This is an optimization exercise on Yosys and OpenROAD, whose aim is small area, a short achievable clock period and few clock cycles per item, not a production implementation.
At most, simulation tests tie the RTL to the original design; equivalence was not proved.
Only the layout flow was run in run 2; the RTL was not checked for function there.

## flow/design.v (module list and top-level ports; edited modules follow where they fit)
// module dsp_mac_postadd: 74 lines
// module dsp_mac_pipe: 986 lines
module dsp_mac_pipe
#(
  parameter int A_W      = 18,
  parameter int B_W      = 18,
  parameter int P_W      = 48,
  parameter bit SATURATE = 1'b0
) (
  input  logic           clk,
  input  logic           rst_n,
  input  logic [A_W-1:0] a,
  input  logic [B_W-1:0] b,
  input  logic [B_W-1:0] d,
  input  logic [P_W-1:0] c,
  input  logic           carryin,
  input  logic           pre_sel,
  input  logic           pre_sub,
  input  logic [1:0]     mode,
  input  logic           in_valid,
  input  logic           in_last,
  output logic           in_ready,
  output logic [P_W-1:0] p,
  output logic           carryout,
  output logic           ovf,
  output logic           out_valid,
  output logic           out_last,
  input  logic           out_ready
);
  // ...
==> flow/flow/run.sh <==
#!/bin/bash
# Standard ORFS layout of the design, with the port buffers that placement
# inserts on every input and output taken as buf_1 instead of the default.
set -euo pipefail
bash standard.sh "BUFFER_PORTS_ARGS=-buffer_cell sky130_fd_sc_hd__buf_1" finish > orfs_make.log 2>&1
==> flow/standard.sh <==
#!/bin/bash
# synth_recipe.tcl (not shown) runs the flow's synth.tcl, then flattens the netlist and writes it again
# the make line also repeats each setting of config.mk as NAME=value (left out here)
make -C /OpenROAD-flow-scripts/flow DESIGN_CONFIG=/design/flow/config.mk WORK_HOME=/design/flow/orfs CLKGATE_MAP_FILE= SYNTH_SCRIPT=/design/flow/synth_recipe.tcl "${@:-finish}"
==> flow/config.mk <==
export PLATFORM = sky130hd
export DESIGN_NAME = dsp_mac_pipe
export DESIGN_NICKNAME = dsp_mac_pipe
export VERILOG_FILES = /design/flow/design.v
export SDC_FILE = /design/flow/constraint.sdc
export NUM_CORES = 4
export LEC_CHECK = 0
export CAP_MARGIN = 20
export CORE_MARGIN = 2
export CORE_UTILIZATION = 40
export SLEW_MARGIN = 20
==> flow/constraint.sdc <==
create_clock -name core_clock -period 7.0 [get_ports {clk}]
set_input_delay 1.4000 -clock core_clock [delete_from_list [all_inputs] [get_ports {clk}]]
set_output_delay 1.4000 -clock core_clock [all_outputs]
set_load 0.01 [all_outputs]
==> impl_results.md, run 1 <==
- Global-route wire length before repair: 89.9 mm
- Avg Inst Size Synth: 9.99 um^2
- Placed cell areas: 0.0222 mm^2
- WHS Path Cells: 2
- Commonest non-fill, non-tap cell in the layout: inv_1
- Top-area cell type share of the netlist area: 0.277
- Worst path slowest cell: fa_1
- Starting density of the core: 0.407
- Outcome: no timing/DRC/antenna violations
- CTS tree: yes
- Final slew viol count: 0
- RR Startpoint: mode1_reg[0]
- Proportion of final cell area spent on non-clock buffers: 0.0590
- Clock sinks: 192
- Post-cts hold buffer count: 0
- Inserted Diodes: 0
- Netlist cell types: 68
- Period Utilization, post-route: 0.951
- Most Used Layer, Global Route: met2
- WHS Endpoint: ovf
- Synth Net Count: 2496
- Placer Congestion: 0.944
- Full die area: 0.0531 mm^2
- Syn Inst Count: 2054
- DR vias: 15587
- Worst-margin pin slew: 1000 ps
- Worst Skew: 19.1 ps
- Multi-input logic area: 0.0132 mm^2
- H-tree levels: 4
- Final ANT Viol Nets: 0
- Via density: 5.41
- Most frequent cells in the layout: inv_1 (297), fa_1 (228), edfxtp_1 (189)
- Seq area share: 0.251
- Multiplexer area fraction after synthesis: 0.00549
Testbench counts, summed over its fixed seeds: cycles 24,016, items 24,000.
==> inputs of run 2 (changes only) <==
--- a/flow/design.v
+++ b/flow/design.v
@@ -135,30 +135,23 @@
   assign dd   = pre_sel ? {d[17], d} : 19'd0;
   assign bx   = {b[17], b} ^ {19{psub}};
   assign xs   = {dd, 1'b1} + {bx, psub};
   logic        v1_reg, ci1_reg, last1_reg;
   logic [1:0]  mode1_reg;
   logic [17:0] a1_reg;
   logic [18:0] x1_reg;
   logic [47:0] c1_reg;
-  always_ff @(posedge clk or negedge rst_n) begin
-    if (!rst_n) v1_reg <= 1'b0;
-    else if (adv) v1_reg <= in_valid;
-  end
-  always_ff @(posedge clk) begin
-    if (adv) begin
-      a1_reg    <= a;
-      x1_reg    <= xs[19:1];
-      c1_reg    <= (mode == dsp_mac_pkg::MAC) ? 48'd0 : c;
-      mode1_reg <= mode;
-      ci1_reg   <= carryin;
-      last1_reg <= in_last;
-    end
-  end
+  assign v1_reg    = in_valid;
+  assign a1_reg    = a;
+  assign x1_reg    = xs[19:1];
+  assign c1_reg    = (mode == dsp_mac_pkg::MAC) ? 48'd0 : c;
+  assign mode1_reg = mode;
+  assign ci1_reg   = carryin;
+  assign last1_reg = in_last;
   logic is_acc, accc, msub, ms, ci, produce;
   logic live_reg, sticky_reg;
   logic [47:0] acc_reg;
   assign is_acc  = mode1_reg[0];
   assign accc    = mode1_reg[0] & mode1_reg[1];
   assign msub    = mode1_reg[1] & !mode1_reg[0];
   assign ms      = msub;
   assign ci      = ci1_reg;
==> flow/run.sh (new file) <==
#!/bin/bash
# synth_recipe.tcl (not shown) runs the flow's synth.tcl, then flattens the netlist and writes it again
# the make line also repeats each setting of config.mk as NAME=value (left out here)
make -C /OpenROAD-flow-scripts/flow DESIGN_CONFIG=/design/flow/config.mk WORK_HOME=/design/flow/orfs CLKGATE_MAP_FILE= SYNTH_SCRIPT=/design/flow/synth_recipe.tcl finish
removed: flow/flow/run.sh
removed: flow/standard.sh
==> run 2 against run 1 <==
  * The layout now fails its checks (setup timing)
  * Clock-buffer cell count decreased by 8
  * Critical path depth is 8 higher
  * Global-route usage increased by 4.2 points
  * Sequential cell count decreased by 90
  * Worst hold slack better by 41 ps
  * Final area up 12%
==> impl_results.md, run 2 <==
- RSZ-0062 raised after global routing: true (was false)
- Cell with the most instances after synthesis: inv_1 (unchanged)
- Drt wl/cell: 19.4 um (was 19.9 um)
- Violated layout checks: setup timing
- Top-area cell type share of the netlist area: 0.267 (was 0.277)
- Final hold violations: 0 (unchanged)
- Global Route Usage Sum: 0.264 (was 0.222)
- Remaining global-route overflow: 0 (unchanged)
- Via density: 5.29 (was 5.41)
- DRT Pass-1 Iters: 5 (was 6)
- DR vias: 16046 (was 15587)
- Maximum number of pins on one net before global-route repair: 29 (was 67)
- Avg Inst Size Synth: 9.20 um^2 (was 9.99 um^2)
- Setup ws final: -1620 ps (was 345 ps)
- Inst Count DP: 2948 (was 2844)
- Critical path data required time: 7110 ps (was 7260 ps)
- Fin Hold WS: 600 ps (was 560 ps)
- Final Non-Filler Cells: 3033 (was 2879)
- Inserted Diodes: 0 (unchanged)
- Post-Syn Area: 0.0174 mm^2 (was 0.0205 mm^2)
- Final WL: 59.0 mm (was 57.2 mm)
- Dpl hpwl: 46.7 mm (was 44.7 mm)
- Critical Path Source Type: input port (was flop)
- Critical path class: input port to flop (was flop to flop)
- HP Class: flop to flop (unchanged)
- CP peak stage delay: 560 ps (was 530 ps)
- Row cnt: 76 (was 82)
- Reg2reg setup slack: 1000 ps (was 350 ps)
- Final min period: 8620 ps (was 6650 ps)
- PortBufs: 164 (unchanged)
- Most used cell, CP: a21o_1 (was fa_1)
- Starting density of the core: 0.404 (was 0.407)
- Fraction of layout cells with a size suffix above 1: 0.329 (was 0.0743)
- Synth Net Count: 2336 (was 2496)
- Most frequent cells in the layout: buf_4 (432), inv_1 (237), fa_1 (212) (was inv_1 (297), fa_1 (228), edfxtp_1 (189))
- Period Utilization, post-route: 1.23 (was 0.951)
- Final instance area: 0.0257 mm^2 (was 0.0229 mm^2)
- Die Ht: 213 um (was 230 um)
- Syn Inst Count: 1894 (was 2054)
- Clock latency on the worst-skew pair: 370 ps (was 520 ps)
- #FFs+latches synth: 102 (was 192)
- R2r worst-path depth: 23 (was 26)
- Max-cap violations: 0 (unchanged)
- Antenna violations before repair: 0 (unchanged)
- Worst-margin pin slew: 823 ps (was 1000 ps)
- Final ANT Viol Nets: 0 (unchanged)
- Final slew viol count: 0 (unchanged)
- Netlist cell types: 71 (was 68)
- Core ar.: 0.0431 mm^2 (was 0.0504 mm^2)
- Die span in x: 213 um (was 230 um)
- Peak fanout along the critical path: 5 (was 17)
- Ys Warns: 1 (unchanged)
- Global-route wire length before repair: 92.4 mm (was 89.9 mm)
- EDFF count, synth: 100 (was 189)
- Area Growth Syn to Fin: 47.5% (was 11.7%)
- Residual DRC: 0 (unchanged)
- # fillers: 3674 (was 4853)
- Critical path capture point type: flop (unchanged)
- Outcome: failed layout checks (was no timing/DRC/antenna violations)
- Critical Path AT: 8720 ps (was 6910 ps)
- Total CTS buffers: 9 (was 17)
- CTS tree: yes (unchanged)
- Setup-failing EPs final: 75 (was 0)
- Relative slew slack: 0.452 (was 0.333)
- FMAX: 116 MHz (was 150 MHz)
- Crit path from: pre_sel (was mode1_reg[0])
- 1st-iter DRT viols: 941 (was 1234)
- Longest Clk Path Bufs: 2 (unchanged)
- Clock slew seen by the registers of the worst setup and hold paths: 80 ps (was 90 ps)
- Root buffer cell: clkbuf_16 (unchanged)
- Clock sinks: 102 (was 192)
- H-tree levels: 3 (was 4)
- Worst Skew: 13.7 ps (was 19.1 ps)
- Register area share after synthesis: 0.175 (was 0.280)
- Nets: 2886 (was 2636)
- Ports: 165 (unchanged)
- Placer Congestion: 0.905 (was 0.944)
- Worst path slowest cell: fa_1 (unchanged)
- Multi-input logic area: 0.0149 mm^2 (was 0.0132 mm^2)
- RR Startpoint: live_reg (was mode1_reg[0])
- Placed cell areas: 0.0231 mm^2 (was 0.0222 mm^2)
- Commonest cells post-synth: inv_1 (259), fa_1 (232), o22ai_1 (150) (was inv_1 (297), fa_1 (228), edfxtp_1 (189))
- Reg2Reg Capture Point: p[41] (was acc_reg[43])
- Fraction of registers with async set or reset after synthesis: 0.0196 (was 0.0156)
- Top cells by area, synth: fa_1 (27%), edfxtp_1 (17%), xnor2_1 (7.4%) (was edfxtp_1 (28%), fa_1 (22%), xnor2_1 (6.5%))
- Cell taking the most area after synthesis: fa_1 (was edfxtp_1)
- Full die area: 0.0452 mm^2 (was 0.0531 mm^2)
- Vias in the first global route: 17186 (was 16154)
- Synth Flop Type: edfxtp_1 (unchanged)
- Setup WS pre-CTS: -2660 ps (was 286 ps)
- Critical Path End: p[46] (was acc_reg[43])
- Commonest non-fill, non-tap cell in the layout: buf_4 (was inv_1)
- Register Area: 0.00305 mm^2 (was 0.00575 mm^2)
run 2: worst min path at each step:
stage          startpoint          to  depth (start not counted)
4_1_cts        sticky_reg  sticky_reg                          2
3_5_place_dp   sticky_reg         ovf                          2
5_1_grt        sticky_reg  sticky_reg                          2
6_report       sticky_reg  sticky_reg                          2
3_3_place_gp   sticky_reg  sticky_reg                          2
2_1_floorplan  sticky_reg         ovf                          2
run 2: repair_timing:
item,4_1_cts,5_1_grt
hold buffers,0,0
cloned,3,0
endpoints found under the setup margin,85,79
gates resized for setup,267,142
setup buffers,69,40
pin swaps,115,77
run 2: per-layer routing:
| layer | vias up | global-route usage | share of wire |
|---|---|---|---|
| met2 | 423 | 0.475 | 0.52 |
| met1 | 8067 | 0.340 | 0.41 |
| met5 | - | 0 | 0 |
| met4 | 0 | 0.0745 | 0.027 |
| met3 | 86 | 0.0224 | 0.039 |
| li1 | 7470 | - | - |
run 2: critical path: cells and delay by family:
family / cells / cell delay, ps
xor gates and xnor gates: 3 / 470
adders and majority gates: 7 / 2900
AOI/OAI and AO/OA: 15 / 2940
and+or+nand+nor: 3 / 430
buffers and inverters: 6 / 570
run 2: cells by family after synthesis:
| kind of cell | count (synthesis) | synth area share |
|---|---|---|
| buffers and inverters | 383 | 0.0830 |
| adder cells (fa/ha/maj) | 330 | 0.337 |
| flip-flops | 102 | 0.175 |
| multiplexers | 12 | 0.00690 |
| AND/OR/NAND/NOR | 375 | 0.107 |
| AO/OA/AOI/OAI | 434 | 0.161 |
| XOR/XNOR | 258 | 0.130 |
run 2: layout make-up:
cell class | instances | area share
Clock buffer | 9 | 0.00877
Inverter | 260 | 0.0380
Multi-Input combinational cell | 1411 | 0.579
Timing Repair Buffer | 660 | 0.225
Tap cell | 585 | 0.0285
Sequential cell | 102 | 0.119
Clock inverter | 6 | 0.00151
run 2: through the flow:
step | util | TNS (ps)
after floorplan | - | -80370
after global placement | 0.537 | -159560
after detailed placement | 0.537 | -167450
after CTS | 0.577 | -73010
after global routing | 0.596 | -104580
final | 0.596 | -81050

[what the ideal ports hide]
How much do the figures lean on ideal ports? The routed layouts below were timed once more, with nothing changed but the port constraints.
Step 1: set_driving_cell puts a clkbuf_16 on clk and a buf_2 on each other input, an assumption about the parent block.
Step 2, shift: input delay + t, output delay - t, t = (earliest + latest rising clock arrival at the registers) / 2. This alone moves slack from input paths to output paths.
Slacks: ideal / step 1 / step 2; pairs: ideal / step 1.
run	t, ns	setup WS [ns]	hold WS [ns]	worst setup path after step 2	latest minus earliest clock arrival (ns)
run 1	0.570	0.345 / 0.345 / 0.345	0.560 / 0.560 / 0.560	register to register	0.019 / 0.019
run 2	0.405	-1.615 / -1.642 / -2.048	0.600 / 0.600 / 0.600	input to register	0.014 / 0.015
For run 2, which loses most, drivers alone change the setup slack by -0.027 ns; drivers and shift together by -0.433 ns.
